Source: an optimization exercise on an open RTL-to-GDS flow (aim: small area and a short achievable clock period). Production flows keep margins and buffers that such runs may drop. Where RTL was checked, it was by simulation tests only, not by an equivalence proof against the original. The RTL of run 2 was laid out without a check of its function. Power figures rest on the tool's default switching activity, not on a simulated workload.

## flow/design.v (module list and top-level ports; edited modules follow where they fit)
// module pwl_transform_engine: 946 lines
module pwl_transform_engine (
  input  logic        clock,
  input  logic        rst_n,
  input  logic        tbl_wr,
  input  logic [3:0]  tbl_addr,
  input  logic [11:0] tbl_m,
  input  logic [11:0] tbl_c,
  input  logic        cal_begin,
  output logic        cal_busy,
  output logic        cal_valid,
  input  logic        in_valid,
  input  logic [11:0] indata,
  output logic        out_valid,
  output logic [11:0] outdata
);
  // ...
==> flow/flow/run.sh <==
#!/bin/bash
# The standard layout (standard.sh: unchanged synthesis and ORFS steps) with two changes
# to how the layout is made, both set on make's command line:
# - SETUP_SLACK_MARGIN (flow/margin.txt): ORFS's timing repair aims for this much setup slack
#   at the design's clock period;
# - CTS_ARGS (flow/cts_args.txt): clock tree synthesis options (no dummy loads, buffer list).
# make's full output goes to flow_make.log here; ORFS keeps each step's log under orfs/logs/.
set -euo pipefail
MARGIN=$(cat flow/margin.txt)
CTS=$(cat flow/cts_args.txt)
sed "s|^make -C|make SETUP_SLACK_MARGIN=$MARGIN 'CTS_ARGS=$CTS' -C|" standard.sh > standard_own.sh
bash standard_own.sh > flow_make.log 2>&1
==> flow/flow/cts_args.txt <==
-sink_clustering_enable -repair_clock_nets -dont_use_dummy_load -buf_list sky130_fd_sc_hd__clkbuf_8
==> flow/flow/margin.txt <==
6.3
==> flow/standard.sh <==
#!/bin/bash
# synth_recipe.tcl (not shown) runs the flow's synth.tcl, then flattens the netlist and writes it again
# the make line also repeats each setting of config.mk as NAME=value (left out here)
make -C /OpenROAD-flow-scripts/flow DESIGN_CONFIG=/design/flow/config.mk WORK_HOME=/design/flow/orfs CLKGATE_MAP_FILE= SYNTH_SCRIPT=/design/flow/synth_recipe.tcl "${@:-finish}"
==> flow/config.mk <==
export PLATFORM = sky130hd
export DESIGN_NAME = pwl_transform_engine
export DESIGN_NICKNAME = pwl_transform_engine
export VERILOG_FILES = /design/flow/design.v
export SDC_FILE = /design/flow/constraint.sdc
export NUM_CORES = 4
export LEC_CHECK = 0
export ABC_AREA = 1
export CAP_MARGIN = 20
export CORE_MARGIN = 2
export CORE_UTILIZATION = 60
export SLEW_MARGIN = 20
==> flow/constraint.sdc <==
create_clock -name core_clock -period 10.0 [get_ports {clock}]
set_input_delay 2.0000 -clock core_clock [delete_from_list [all_inputs] [get_ports {clock}]]
set_output_delay 2.0000 -clock core_clock [all_outputs]
set_load 0.01 [all_outputs]
==> notes.md, run 1 <==
area of the multi-input gates 21600 sq um; #MultiIn Comb 3448; Synth area leaders dfxtp_1 (33%), edfxtp_1 (22%), nand2_1 (7.1%), inv_1 (5.3%), o21ai_0 (3.7%); combinational power 224 uW; R2R Path End rd_m_q[10]; met2 routed WL 85000 microns; crit-path max FO 18; P_sw 2.13 mW; syn nets 6194; post-place setup slack 4.07 ns; vias per inst 6.38; Synth area leader dfxtp_1; die area 97600 sq um; Avg WL per Cell 28.2 microns; area delta synth->final 12.4%; CP endpoint m_q[0]; synth warn 5; number of remaining DRC errors 0; Final Cycle Share 0.372; Non-clock buffers 247; Syn Area/Cell 9.59 sq um; outcome no timing/DRC/antenna violations; complex-gate fraction of the synthesized area 0.154; CP delay by family, top buffers and inverters; DRT antenna net count 0; Top power group sequential cells; vias in the first global route 44100; drt first-iter violations 7047; Layout fillers 7399; CP bufs+invs 6; Critical Path Stages 15; EDFF count, synth 409; reg2reg setup slack 6.28 ns; Initial Utilization 0.603; Die X 312 microns; Design Power 9.89 mW
==> inputs of run 2 (changes only) <==
--- a/flow/design.v
+++ b/flow/design.v
@@ -146,53 +146,52 @@
   end
   logic        v1_q, v2_q, v3_q;
   logic [11:0] x_q, m_q;
   logic [15:0] ge_x, top, sel1, sel_q, sels_q;
   logic        below;
   logic [11:0] m1;
   function automatic logic ge12(input logic [11:0] a, input logic [11:0] b);
     logic [11:0] g, p;
-    logic [5:0]  g1, p1;
-    logic [2:0]  g2, p2;
+    logic [3:0]  g3, p3;
     g = a & ~b;
     p = a | ~b;
     g[0] = p[0];
-    for (int k = 0; k < 6; k++) begin
-      g1[k] = g[2*k+1] | (p[2*k+1] & g[2*k]);
-      p1[k] = p[2*k+1] & p[2*k];
+    for (int k = 0; k < 4; k++) begin
+      g3[k] = g[3*k+2] | (p[3*k+2] & g[3*k+1]) | (p[3*k+2] & p[3*k+1] & g[3*k]);
+      p3[k] = &p[3*k +: 3];
     end
-    for (int k = 0; k < 3; k++) begin
-      g2[k] = g1[2*k+1] | (p1[2*k+1] & g1[2*k]);
-      p2[k] = p1[2*k+1] & p1[2*k];
-    end
-    ge12 = g2[2] | (p2[2] & g2[1]) | (p2[2] & p2[1] & g2[0]);
+    ge12 = g3[3] | (p3[3] & g3[2]) | (p3[3] & p3[2] & g3[1]) | (p3[3] & p3[2] & p3[1] & g3[0]);
   endfunction
-  logic [15:0] lt;
-  logic [3:0]  any, gtop;
-  logic [11:0] mg [4];
+  logic [11:0] l1 [8];
+  logic [11:0] l2 [4];
+  logic [11:0] l3 [2];
+  logic [7:0]  v1;
+  logic [3:0]  v2;
+  logic [1:0]  v3;
   always_comb begin
     for (int i = 0; i < 16; i++) ge_x[i] = ge12(indata, am_q[i]);
     below = ~ge_x[0];
-    for (int g = 0; g < 4; g++) begin
-      any[g] = |ge_x[4*g +: 4];
-      for (int j = 0; j < 4; j++) begin
-        lt[4*g+j] = ge_x[4*g+j];
-        for (int k = j + 1; k < 4; k++) lt[4*g+j] = lt[4*g+j] & ~ge_x[4*g+k];
-      end
-      mg[g] = '0;
-      for (int j = 0; j < 4; j++) mg[g] = mg[g] | (am_q[4*g+j] & {12{lt[4*g+j]}});
+    for (int i = 0; i < 8; i++) begin
+      l1[i] = ge_x[2*i+1] ? am_q[2*i+1] : am_q[2*i];
+      v1[i] = ge_x[2*i+1] | ge_x[2*i];
+    end
+    for (int i = 0; i < 4; i++) begin
+      l2[i] = v1[2*i+1] ? l1[2*i+1] : l1[2*i];
+      v2[i] = v1[2*i+1] | v1[2*i];
+    end
+    for (int i = 0; i < 2; i++) begin
+      l3[i] = v2[2*i+1] ? l2[2*i+1] : l2[2*i];
+      v3[i] = v2[2*i+1] | v2[2*i];
     end
-    for (int g = 0; g < 4; g++) begin
-      gtop[g] = any[g];
-      for (int h = g + 1; h < 4; h++) gtop[g] = gtop[g] & ~any[h];
+    m1 = v3[1] ? l3[1] : l3[0];
+    for (int i = 0; i < 16; i++) begin
+      top[i] = ge_x[i];
+      for (int j = i + 1; j < 16; j++) top[i] = top[i] & ~ge_x[j];
     end
-    m1 = '0;
-    for (int g = 0; g < 4; g++) m1 = m1 | (mg[g] & {12{gtop[g]}});
-    for (int i = 0; i < 16; i++) top[i] = lt[i] & gtop[i/4];
     for (int i = 0; i < 16; i++) sel1[i] = vm_q & (below ? (i == 0) : top[i]);
   end
   always_ff @(posedge clock) begin
     x_q   <= indata;
     m_q   <= m1;
     sel_q <= sel1;
     sels_q <= sel1 & {16{ge_x[0]}};
   end
==> run 2 against run 1 <==
Net effect:
- still clean
- flip-flop and latch count did not move
- clock skew is 0.013 ns higher
- fmax down 2.8%
- final cell count fell by 1.9%
- clock power increased by 2%
- wire length is 4.1% lower
- worst hold slack better by 0.0015 ns
- power up 0.53%
- die area decreased by 0.25%
- combinational power shrank 4%
- largest cell class unchanged
==> notes.md, run 2 <==
Synth area leaders dfxtp_1 (33%), edfxtp_1 (22%), nand2_1 (6.5%), inv_1 (5.1%), o22ai_1 (3.5%); post-detail-place hpwl 138000 microns; Slew Limit Fails 0; initial antenna violation count 15; Port Buf Inserts 59; critical path cell sequence inv_1 -> ha_1 -> nand4_1 -> buf_4 -> o22ai_1 -> a221oi_1 -> nand4_1; core area 93600 sq um; HP Class flop to flop; reg2reg setup slack 6.17 ns (-0.11 ns); post-synth top area share 0.333; Hold WS 0.286 ns; crit-path max FO 13 (-5); Initial Utilization 0.608 (+0.00473); library cells used by synthesis 61; start point of the worst hold path sr_q[144]; largest net degree at the start of global routing 192; Worst R2R Start ra_q[1]; layout cells sized above 1 0.110; Final Setup Violations 0; most frequent cells in the layout nand2_1 (957), dfxtp_1 (926), inv_1 (755); Pleak 25.6 nW; CTS tree yes; Hold Vio Cnt, Final 0; Design Power 9.94 mW (+0.53%); leading cell type in the layout, fill and taps excluded nand2_1; outcome no timing/DRC/antenna violations; CP delay by family, top simple AND/OR/NAND/NOR gates; power per cell area 156 nW/um^2; clk root buf clkbuf_8; die area 97300 sq um (-0.25%); Post-Syn Instances 5853; Post-Route Utilization 0.680; remaining global-route overflow 0; Tmin final 3.83 ns; syn nets 6096 (-1.6%); Final Cycle Share 0.383 (+0.0106); setup ws final 6.17 ns; post-place setup slack 3.18 ns (-0.886 ns); number of remaining DRC errors 0 (unchanged); GRT Total Usage 0.399; vias in the first global route 43100 (-2.3%); Num Clock Sinks 1397; Clk Latency, worst-skew pair 0.95 ns; area delta synth->final 11.9%; drt first-iter violations 6512 (-7.6%); Hold EP sr_q[145]; crit path kind flop to flop; Synth area leader dfxtp_1; Setup crit start kind flop; slowest stage delay, CP 0.87 ns; fmax 261 MHz; Worst Tran Pin Value 1.20 ns; Rows 112; Syn Area/Cell 9.72 sq um (+1.4%); RSZ-0062 raised after global routing true; global-route wire length before repair 285000 microns; cell mode on critical path nand4_1; # nets final 6261; Layout fillers 7499 (+1.4%); Seq cells post-synth 1397; Avg WL per Cell 27.6 microns (-2.2%); Cell Area, Synth 56900 sq um; Slew headroom 0.201; routability congestion estimate 1.02; vias per inst 6.35 (-0.40%); nature of the critical path endpoint flop; Max H-tree Level 4; overall routed net length 201000 microns; CP Data Arrival Time 4.37 ns; EDFF count, synth 409 (unchanged); commonest cells in the netlist nand2_1 (989), dfxtp_1 (946), inv_1 (773); setup TNS 0 ns; top-count cell post-synth nand2_1; worst clock skew 0.132 ns; Hold Path Cell Cnt 0; CP bufs+invs 2 (-4); peak supply drop 0.137 mV; slowest CP cell a221oi_1; Die X 312 microns (-0.13%); CTS buffer count 215; Max-cap violations 0; synth warn 7 (+2); Top FF cell, synth dfxtp_1; sequential fraction of the synthesis area 0.567; hold buffer count at cts 0; via count 46200; Reg2Reg Depth 7; Data required, critical path 10.54 ns; Clock Path Buffers 3; Async S/R FF share, synth 0.0301; Worst-path clk slew 0.06 ns; height of the die 312 microns; TritonRoute pass-1 iters 6; Ports 60; R2R Path End rd_m_q[7]; DRT antenna net count 0 (unchanged)
run 2: worst reg2reg max path: cells and delay by family (launching register included):
family                     cells  cell delay, ns
AOI/OAI and AO/OA              2            1.02
adders and majority gates      1            0.26
and+or+nand+nor                2            1.28
buffers and inverters          2            0.54
DFF                            1            0.39
run 2: worst max-delay path by stage:
stage               cells past startpoint   startpoint          end  slack [ns]
floorplan                               4  tbl_addr[0]  pc_q[12][0]        6.18
global placement                       14    indata[8]    sels_q[6]        3.32
detailed placement                     14    indata[8]    sels_q[5]        3.18
CTS                                    15    indata[7]       m_q[8]        6.28
global route                           24      r1_q[2]    out_q[11]        6.14
finish                                  7      ra_q[1]    rd_m_q[7]        6.17
run 2: routing by layer:
| metal | part of all wire | vias up | track usage |
|---|---|---|---|
| met2 | 0.43 | 3101 | 0.591 |
| met1 | 0.39 | 22000 | 0.541 |
| met3 | 0.14 | 612 | 0.123 |
| li1 | - | 20400 | - |
| met4 | 0.052 | 10 | 0.178 |
| met5 | 0.00050 | - | 0 |
run 2: area by class of cell:
cell class	instances	area [sq um]	share of cell area
sequential	1397	32300	0.507
multi-input combinational	3382	21600	0.339
inverter	789	3080	0.0483
clock buffer	215	2960	0.0465
timing repair buffer	232	2150	0.0338
tap	1254	1570	0.0246
antenna	6	15.0	0.000236
timing repair inverter	1	8.76	0.000138
run 2: cell families after synthesis:
logic type	share of synthesized area
multiplexers	0.000176
XOR/XNOR	0.0217
AO/OA/AOI/OAI	0.162
flip-flops	0.567
buffers and inverters	0.0731
AND/OR/NAND/NOR	0.123
adder cells (fa/ha/maj)	0.0522
run 2: metrics by stage:
step / instances / cell area, sq um
3_3_place_gp: 6951 / 58600
5_1_grt: 7272 / 63700
2_1_floorplan: 5853 / 57100
3_5_place_dp: 6951 / 58600
6_report: 7276 / 63700
4_1_cts: 7227 / 62700
run 2: timing repair:
action                     in CTS  in global routing
pin swaps                      28                 53
gates resized for setup       157                189
setup endpoints to repair     120                 98
cloned                          4                  8
buffers inserted               57                 34
run 2: power by group:
group	switching [mW]	internal, mW	total [mW]
clock network	2.01	1.88	3.89
registers	0.00230	5.83	5.83
logic	0.151	0.0649	0.216
total	2.16	7.77	9.94

[static timing again, ports no longer ideal]
The results above use ideal ports. As a check the final layouts listed here were re-extracted and re-timed, cells and wires unchanged.
Step 1, drivers: a clkbuf_16 drives clock and a buf_2 each remaining input, both assumed.
Step 2 moves the port delays by t, midway between the first and last clock arrival at a register: inputs arrive t later, outputs are due t later. That takes back most of the time a late clock gives input paths.
Slacks: no drivers / after step 1 / after step 2; pairs: no drivers / after step 1.
run | t, ns | slack for setup (ns) | worst setup path at the end | latest minus earliest clock arrival (ns) | worst data-port slew with drivers (ns)
run 1 | 0.935 | 6.275 / 6.283 / 5.392 | input to register | 0.131 / 0.130 | 0.10
run 2 | 0.959 | 6.169 / 6.169 / 5.359 | input to register | 0.143 / 0.142 | 0.11
After both steps setup and hold are still met in every run listed. The setup slack of run 1, which loses most, moves by +0.008 ns with the drivers and by -0.883 ns with both steps.
